This is an optimization exercise on Yosys and OpenROAD, whose aim is small area, not a production implementation.
Only simulation tests tie the RTL to the original design; equivalence was not proved.
No activity file was given, so power comes from the tool's default toggle rates.

==> flow/design.v <==
package jac_pkg;
    localparam int ADC_BITS_DEF = 10;
endpackage
module joystick_axes_to_cursor_motion_unit #(
    parameter int ADC_BITS = 10
) (
    input  logic        clk,
    input  logic        rst_n,
    input  logic        s_axis_tvalid,
    output logic        s_axis_tready,
    input  logic [47:0] s_axis_tdata,
    output logic        m_axis_tvalid,
    input  logic        m_axis_tready,
    output logic [39:0] m_axis_tdata,
    input  logic        cfg_we,
    input  logic [2:0]  cfg_addr,
    input  logic [9:0]  cfg_data
);
    localparam logic [4:0] PH_IDLE  = 5'd0;
    localparam logic [4:0] PH_START = 5'd1;
    localparam logic [4:0] PH_N1    = 5'd2;    
    localparam logic [4:0] PH_N2    = 5'd3;    
    localparam logic [4:0] PH_S1    = 5'd4;    
    localparam logic [4:0] PH_S2    = 5'd5;    
    localparam logic [4:0] PH_D1    = 5'd6;    
    localparam logic [4:0] PH_D2    = 5'd7;    
    localparam logic [4:0] PH_M100  = 5'd16;    
    localparam logic [4:0] PH_DIVS  = 5'd25;    
    localparam logic [4:0] PH_LDPCT = 5'd8;   
    localparam logic [4:0] PH_DIVD  = 5'd26;   
    localparam logic [4:0] PH_CLRH  = 5'd9;
    localparam logic [4:0] PH_MULP  = 5'd17;   
    localparam logic [4:0] PH_MULMS = 5'd19;   
    localparam logic [4:0] PH_DIV100= 5'd24;   
    localparam logic [4:0] PH_SFIX  = 5'd10;   
    localparam logic [4:0] PH_EMIT  = 5'd18;   
    localparam logic [4:0] PH_FLAG  = 5'd11;
    localparam logic [4:0] PH_ACC   = 5'd12;
    logic [4:0]  ph, ph_n;
    logic [4:0]  cnt, cnt_n;
    logic [1:0]  axis, lane;
    logic [21:0] z;
    logic [9:0]  m;
    logic        neg, zero, seen;
    logic [6:0]  acnt, cval;
    logic [9:0]  org [4];
    logic [9:0]  amin, amax;
    logic [7:0]  mspd, sdiv;
    logic [29:0] outr;    
    logic        oval;
    logic [9:0]  r_i, o_i;
    logic [7:0]  d_eff;
    logic [11:0] f, y;
    logic        sub, rev;
    logic [12:0] sum;
    logic        ge;
    logic [11:0] g;
    logic [6:0]  pctfix, sfix;
    logic        mb, ebit;
    logic [7:0]  v, vabs;
    logic        v_gt, v_lt, v_nz;
    logic [6:0]  cnew;
    logic        report;
    logic        last, last3;
    assign lane   = {axis[1], axis[1] ? axis[0] : !axis[0]};
    assign r_i    = s_axis_tdata[lane*10 +: 10];
    assign o_i    = org[lane];
    assign d_eff  = (sdiv == 8'd0) ? 8'd1 : sdiv;
    assign f      = z[21:10];
    assign report = outr[29];
    assign last   = (cnt == 5'd0);
    assign last3  = (ph == PH_EMIT) && (axis == 2'd3);
    always_comb
    begin
        if (ph[4])
        begin
            case (ph[1:0])
                2'd0:    y = {8'd100, 4'd0};
                2'd1:    y = {1'b0, m, 1'b0};
                2'd2:    y = {3'd0, d_eff, 1'b0};
                default: y = {mspd, 4'd0};
            endcase
            sub = ph[3];
            rev = 1'b0;
        end
        else
        begin
            y   = {1'b0, o_i, 1'b0};
            rev = neg && (ph == PH_S2 || ph == PH_D2);
            sub = !rev;
        end
        sum = {1'b0, rev ? ~f : f} + {1'b0, sub ? ~y : y} + {12'd0, sub | rev};
        ge  = sum[12];
        g   = ge ? sum[11:0] : f;
    end
    always_comb
    begin
        pctfix = zero ? 7'd0 : ((z[7] || z[6:0] >= 7'd100) ? 7'd100 : z[6:0]);
        sfix   = !report ? 7'd0 : ((z[14:7] != 8'd0) ? 7'd127 : z[6:0]);
        ebit   = z[0] ^ (neg & seen);
        mb     = (ph == PH_EMIT) ? ebit : z[0];
        v      = z[10:3];
        v_gt   = !v[7] && (v[6:0] > 7'd5);
        v_lt   = v[7] && (v[6:0] < 7'd123);
        v_nz   = v != 8'd0;
        vabs   = v[7] ? (8'd0 - v) : v;
        cnew   = (vabs >= 8'd99) ? 7'd99 : vabs[6:0];
    end
    always_comb
    begin
        ph_n  = ph;
        cnt_n = cnt - 5'd1;
        case (ph)
            PH_IDLE:   if (s_axis_tvalid && !oval) ph_n = PH_START;
            PH_START:  ph_n = (acnt == 7'd100) ? PH_N1 : PH_SFIX;
            PH_N1:     ph_n = PH_N2;
            PH_N2:     ph_n = PH_S1;
            PH_S1:     ph_n = PH_S2;
            PH_S2:     ph_n = PH_D1;
            PH_D1:     ph_n = PH_D2;
            PH_D2:     begin ph_n = PH_M100; cnt_n = 5'd20; end
            PH_M100:   if (last) begin ph_n = PH_DIVS; cnt_n = 5'd7; end
            PH_DIVS:   if (last) ph_n = PH_LDPCT;
            PH_LDPCT:  begin ph_n = PH_DIVD; cnt_n = 5'd7; end
            PH_DIVD:   if (last) ph_n = PH_CLRH;
            PH_CLRH:   begin ph_n = PH_MULP; cnt_n = 5'd10; end
            PH_MULP:   if (last) begin ph_n = PH_MULMS; cnt_n = 5'd13; end
            PH_MULMS:  if (last) begin ph_n = PH_DIV100; cnt_n = 5'd14; end
            PH_DIV100: if (last) ph_n = PH_SFIX;
            PH_SFIX:   begin ph_n = PH_EMIT; cnt_n = 5'd7; end
            PH_EMIT:   if (last) ph_n = PH_FLAG;
            PH_FLAG:   ph_n = (axis == 2'd3) ? PH_ACC : (report ? PH_N1 : PH_SFIX);
            PH_ACC:    ph_n = PH_IDLE;
            default:   ph_n = PH_IDLE;
        endcase
    end
    assign s_axis_tready = (ph == PH_ACC);
    always_ff @(posedge clk or negedge rst_n)
    begin
        if (!rst_n)
        begin
            ph   <= PH_IDLE;
            oval <= 1'b0;
            acnt <= 7'd0;
            cval <= 7'd0;
            for (int i = 0; i < 4; i++)
                org[i] <= 10'd512;
            amin <= 10'd0;
            amax <= 10'd1023;
            mspd <= 8'd2;
            sdiv <= 8'd20;
        end
        else
        begin
            ph <= ph_n;
            if (ph == PH_ACC)
            begin
                oval <= 1'b1;
                acnt <= report ? cval : acnt + 7'd1;
            end
            else if (m_axis_tready)
                oval <= 1'b0;
            if (ph == PH_FLAG && v_nz && !axis[1])
                cval <= cnew;
            if (cfg_we)
            begin
                case (cfg_addr)
                    3'd0: org[0] <= cfg_data;
                    3'd1: org[1] <= cfg_data;
                    3'd2: org[2] <= cfg_data;
                    3'd3: org[3] <= cfg_data;
                    3'd4: amin   <= cfg_data;
                    3'd5: amax   <= cfg_data;
                    3'd6: mspd   <= cfg_data[7:0];
                    3'd7: sdiv   <= cfg_data[7:0];
                    default: ;
                endcase
            end
        end
    end
    always_ff @(posedge clk)
    begin
        cnt <= cnt_n;
        if (ph[4])
        begin
            if (ph[3])
                z <= {g[10:0], z[9:0], ge};
            else
                z <= (mb && !last3) ? {sum, z[9:1]} : {last3 & ebit, f, z[9:1]};
        end
        case (ph)
            PH_START:
            begin
                outr[29] <= acnt == 7'd100;
                outr[28] <= !s_axis_tdata[40];
                axis     <= 2'd0;
            end
            PH_N1:     z <= {1'b0, r_i, 11'd0};
            PH_N2:     neg <= !ge;
            PH_S1:     z <= {1'b0, neg ? amin : amax, 11'd0};
            PH_S2:
            begin
                m    <= sum[10:1];
                zero <= !ge || (sum[10:1] == 10'd0);
            end
            PH_D1:     z <= {1'b0, r_i, 11'd0};
            PH_D2:     z[21:10] <= sum[11:0];
            PH_LDPCT:
            begin
                z <= {11'd0, pctfix, 4'd0};
                m <= {3'd0, pctfix};
            end
            PH_CLRH:   z[21:10] <= 12'd0;
            PH_SFIX:
            begin
                z    <= {15'd0, sfix};
                seen <= 1'b0;
            end
            PH_FLAG:
            begin
                axis <= axis + 2'd1;
                if (axis == 2'd0)
                begin
                    outr[26] <= v_gt;
                    outr[27] <= v_lt;
                end
                if (axis == 2'd1)
                begin
                    outr[24] <= v_gt;
                    outr[25] <= v_lt;
                end
            end
            default: ;
        endcase
        if (ph == PH_EMIT)
        begin
            if (axis != 2'd3)
                outr[23:0] <= {ebit, outr[23:1]};
            seen       <= seen | z[0];
        end
    end
    assign m_axis_tvalid = oval;
    assign m_axis_tdata  = {2'b00, outr[29:28], outr[27:24], z[21:14], outr[23:16], outr[7:0], outr[15:8]};
endmodule
clock: 8.0 ns
lec_check: 0
cap_margin: 20
core_margin: 2
core_utilization: 40
slew_margin: 20
standard.sh (not shown) runs the stock make flow with config.mk's settings and CLKGATE_MAP_FILE= SYNTH_SCRIPT=/design/flow/synth_recipe.tcl, a recipe that flattens the netlist after the stock synthesis.
==> flow/flow/run.sh <==
#!/bin/bash
set -euo pipefail
bash standard.sh \
  "BUFFER_PORTS_ARGS=-buffer_cell sky130_fd_sc_hd__buf_1" \
  "CTS_ARGS=-sink_clustering_enable -repair_clock_nets -dont_use_dummy_load -buf_list sky130_fd_sc_hd__clkbuf_8" \
  finish > run_standard.log 2>&1
The starting point passed the timing, design-rule and antenna checks.
Next try:
--- a/flow/flow/run.sh
+++ b/flow/flow/run.sh
@@ -5,0 +6 @@
+  "RECOVER_POWER=100" \
Effect: This time the run finished but failed the layout checks on max-capacitance violations, max-slew violations. Synthesized cell count does not change. Power fell by 1.1%. Core utilization went down by 0.36 points. Global-route usage does not change. Worst hold slack barely changes.
Next try:
--- a/flow/flow/run.sh
+++ b/flow/flow/run.sh
@@ -6 +5,0 @@
-  "RECOVER_POWER=100" \
Settings changed: CORE_UTILIZATION 40 to 65.
Outcome:
- This time the run passed the timing, design-rule and antenna checks
- non-clock buffer count drops by 4
- utilization climbs by 27 points
- via count climbs by a few percent
- worst setup slack gets better by 790 ps
- clock power barely changes
- global-route usage climbs by 12 points
- clock skew drops by 14 ps
- combinational power climbs by a few percent

---

## the previous run
Another version of the RTL of joystick_axes_to_cursor_motion_unit (not shown whole).
Settings: LEC_CHECK=0, CAP_MARGIN=20, CORE_MARGIN=2, CORE_UTILIZATION=65, SLEW_MARGIN=20; clock period 8.0 ns.
==> flow/flow/run.sh <==
#!/bin/bash
set -euo pipefail
bash standard.sh \
  "BUFFER_PORTS_ARGS=-buffer_cell sky130_fd_sc_hd__buf_1" \
  "CTS_ARGS=-sink_clustering_enable -repair_clock_nets -dont_use_dummy_load -buf_list sky130_fd_sc_hd__clkbuf_8 -sink_clustering_size 50 -sink_clustering_max_diameter 200" \
  finish > run_standard.log 2>&1
In summary, the previous run completed successfully, with a layout that passed the timing, design-rule and antenna checks.
### the previous run -> the current run
==> flow/flow/run.sh <==
#!/bin/bash
set -euo pipefail
bash standard.sh \
  "BUFFER_PORTS_ARGS=-buffer_cell sky130_fd_sc_hd__buf_1" \
  "CTS_ARGS=-sink_clustering_enable -repair_clock_nets -dont_use_dummy_load -buf_list sky130_fd_sc_hd__clkbuf_8" \
  finish > run_standard.log 2>&1
diff --git a/flow/config.mk b/flow/config.mk
--- a/flow/config.mk
+++ b/flow/config.mk
@@ -7,5 +7,5 @@
 export LEC_CHECK = 0
-export CAP_MARGIN = 20
+export CAP_MARGIN = 0
 export CORE_MARGIN = 2
 export CORE_UTILIZATION = 65
-export SLEW_MARGIN = 20
+export SLEW_MARGIN = 0
## What came out
Re post-route clock period utilization: the current run is 0.24 points up on the previous run.
Compared with the previous run, in the current run register-to-register slack decreased by 20 ps relative to the old numbers; sequential share of layout area shows no meaningful change; via count was more or less identical.
The current run ended with every stage complete and zero timing, DRC or antenna violations.
The previous run has completed all stages; timing, DRC and antenna checks passed.
Total power: the previous run vs the current run, no meaningful difference
Compared with the previous run, the current run has less setup slack.

==> port drivers added, routing unchanged <==
No port has a modelled driver above. Below, the same layouts with a new extraction and two added sets of constraints.
Step 1 (the two cells are an assumption about what drives the block):
set clk [get_ports {clk}]
set_driving_cell -lib_cell sky130_fd_sc_hd__clkbuf_16 $clk
set_driving_cell -lib_cell sky130_fd_sc_hd__buf_2 [delete_from_list [all_inputs] $clk]
Step 2 adds t to the input delays and takes it off the output delays; t is the mean of the earliest and latest rising clock arrival at the registers after step 1. Input paths then give back, and output paths get back, about the clock's delay inside the block.
Slacks: no drivers / after step 1 / after step 2; pairs: no drivers / after step 1.
run | shift t [ns] | setup slack, ns | hold WS [ns] | worst setup path at the end
the first run of note 1 | 0.482 | 2.702 / 2.702 / 2.702 | 0.446 / 0.446 / 0.446 | register to register
the second run of note 1 | 0.482 | 1.829 / 1.829 / 1.804 | 0.444 / 0.444 / 0.444 | input, reset recovery
the third run of note 1 | 0.497 | 2.621 / 2.621 / 2.621 | 0.451 / 0.451 / 0.451 | register to register
the previous run | 0.484 | 0.901 / 0.901 / 0.901 | 0.454 / 0.454 / 0.454 | register to register
the current run | 0.483 | 0.882 / 0.882 / 0.882 | 0.455 / 0.455 / 0.455 | register to register
For the second run of note 1, which loses most, drivers alone change the setup slack by 0.000 ns; drivers and shift together by -0.025 ns. Setup slack includes reset recovery checks.
